Source: an optimization exercise on an open RTL-to-GDS flow (aim: small area and a short achievable clock period). Production flows keep margins and buffers that such runs may drop. Function was checked by simulation only, so behaviour that the tests miss may differ from the original. Power is estimated from default activity; no workload was simulated.

==> flow/design.v <==
module max3_row #(
    parameter int DEPTH = 8
) (
    input  logic [8*DEPTH-1:0] din_i,
    output logic [6*DEPTH-1:0] max_o
);
    logic [DEPTH-1:0] e [0:7];
    logic [6:0] ge1;    
    logic [5:0] ge2;    
    for (genvar k = 0; k < 8; k++) begin : g_e
        assign e[k] = din_i[k*DEPTH +: DEPTH];
    end
    for (genvar k = 0; k < 7; k++) begin : g_c1
        cmp_ge #(.DEPTH(DEPTH)) u_c (.a_i(e[k]), .b_i(e[k+1]), .ge_o(ge1[k]));
    end
    for (genvar k = 0; k < 6; k++) begin : g_c2
        cmp_ge #(.DEPTH(DEPTH)) u_c (.a_i(e[k]), .b_i(e[k+2]), .ge_o(ge2[k]));
    end
    for (genvar k = 0; k < 6; k++) begin : g_w
        logic sx, sy, sz;
        assign sx = ge1[k] & ge2[k];
        assign sy = ~ge1[k] & ge1[k+1];
        assign sz = ~ge2[k] & ~ge1[k+1];
        assign max_o[k*DEPTH +: DEPTH] = ({DEPTH{sx}} & e[k])
                                       | ({DEPTH{sy}} & e[k+1])
                                       | ({DEPTH{sz}} & e[k+2]);
    end
endmodule
module cmp_ge #(
    parameter int DEPTH = 8
) (
    input  logic [DEPTH-1:0] a_i,
    input  logic [DEPTH-1:0] b_i,
    output logic             ge_o
);
    logic [7:0] gt0, ge0;
    logic [3:0] gt1, ge1;
    logic [1:0] gt2, ge2;
    assign gt0 = a_i & ~b_i;
    assign ge0 = a_i | ~b_i;
    for (genvar k = 0; k < 4; k++) begin : g_l1
        assign gt1[k] = gt0[2*k+1] | (ge0[2*k+1] & gt0[2*k]);
        assign ge1[k] = gt0[2*k+1] | (ge0[2*k+1] & ge0[2*k]);
    end
    for (genvar k = 0; k < 2; k++) begin : g_l2
        assign gt2[k] = gt1[2*k+1] | (ge1[2*k+1] & gt1[2*k]);
        assign ge2[k] = gt1[2*k+1] | (ge1[2*k+1] & ge1[2*k]);
    end
    assign ge_o = gt2[1] | (ge2[1] & ge2[0]);
endmodule
module kernel_pooler #(
    parameter int DEPTH = 8,
    parameter int KX    = 3,
    parameter int KY    = 3,
    parameter int AX    = 8,
    parameter int AY    = 8
) (
    input  logic                               clk,
    input  logic                               rst_n,
    input  logic                               in_valid,
    input  logic [DEPTH*AX*AY-1:0]             A,
    output logic                               out_valid,
    output logic [DEPTH*(AX-KX+1)*(AY-KY+1)-1:0] B
);
    localparam int OX = AX - KX + 1;
    localparam int OY = AY - KY + 1;
    logic [OX*DEPTH-1:0] h [0:AY-1];
    for (genvar y = 0; y < AY; y++) begin : g_row
        max3_row #(.DEPTH(DEPTH)) u_row (
            .din_i (A[y*AX*DEPTH +: AX*DEPTH]),
            .max_o (h[y])
        );
    end
    logic [DEPTH*OX*OY-1:0] b_d, b_q;
    logic                   out_valid_q;
    for (genvar i = 0; i < OX; i++) begin : g_col
        logic [AY*DEPTH-1:0] col;
        logic [OY*DEPTH-1:0] v;
        for (genvar y = 0; y < AY; y++) begin : g_y
            assign col[y*DEPTH +: DEPTH] = h[y][i*DEPTH +: DEPTH];
        end
        max3_row #(.DEPTH(DEPTH)) u_col (
            .din_i (col),
            .max_o (v)
        );
        for (genvar j = 0; j < OY; j++) begin : g_j
            assign b_d[(i*OY + j)*DEPTH +: DEPTH] = v[j*DEPTH +: DEPTH];
        end
    end
    always_ff @(posedge clk or negedge rst_n) begin
        if (!rst_n) begin
            b_q         <= '0;
            out_valid_q <= 1'b0;
        end else begin
            out_valid_q <= in_valid;
            if (in_valid) b_q <= b_d;
        end
    end
    assign B         = b_q;
    assign out_valid = out_valid_q;
endmodule
Settings: LEC_CHECK=0, CAP_MARGIN=20, CORE_MARGIN=2, CORE_UTILIZATION=40, SETUP_SLACK_MARGIN=5, SLEW_MARGIN=20; clock period 12.5 ns.
standard.sh (not shown) runs the stock make flow with config.mk's settings and CLKGATE_MAP_FILE= SYNTH_SCRIPT=/design/flow/synth_recipe.tcl, a recipe that flattens the netlist after the stock synthesis.
==> flow/flow/run.sh <==
#!/bin/bash
# Layout: the standard flow, with plain buffers (buf_2) on the ports in place of
# the delay cells buffer_ports picks by default.
set -euo pipefail
bash standard.sh "BUFFER_PORTS_ARGS=-buffer_cell sky130_fd_sc_hd__buf_2" finish > standard.log 2>&1
Next try:
Settings changed: SETUP_SLACK_MARGIN 5 to default.
=> Total power barely changes; first-iteration DRC count is lower by 0.56%; cell area hardly moves; wire length barely changes; non-clock buffer count is lower by 2.

separate check: timing with driven ports:
In the flow no input, the clock included, has a driving cell. The finished layouts below were timed again as built, in two steps. Step 1, drivers: a clkbuf_16 drives clk and a buf_2 each remaining input, both assumed. Step 2 moves the port delays by t, midway between the first and last clock arrival at a register: inputs arrive t later, outputs are due t later. That takes back most of the time a late clock gives input paths. Three values: no drivers, after step 1, after step 2; two values: the first two.
run | t, ns | slack for setup (ns) | slew at the worst register clock pin (ns)
the first run | 0.663 | 5.375 / 5.383 / 4.720 | 0.07 / 0.07
the second run | 0.663 | 5.161 / 5.151 / 4.488 | 0.07 / 0.07
After both steps setup and hold are still met in every run listed. For the second run, which loses most, drivers alone change the setup slack by -0.010 ns; drivers and shift together by -0.673 ns.
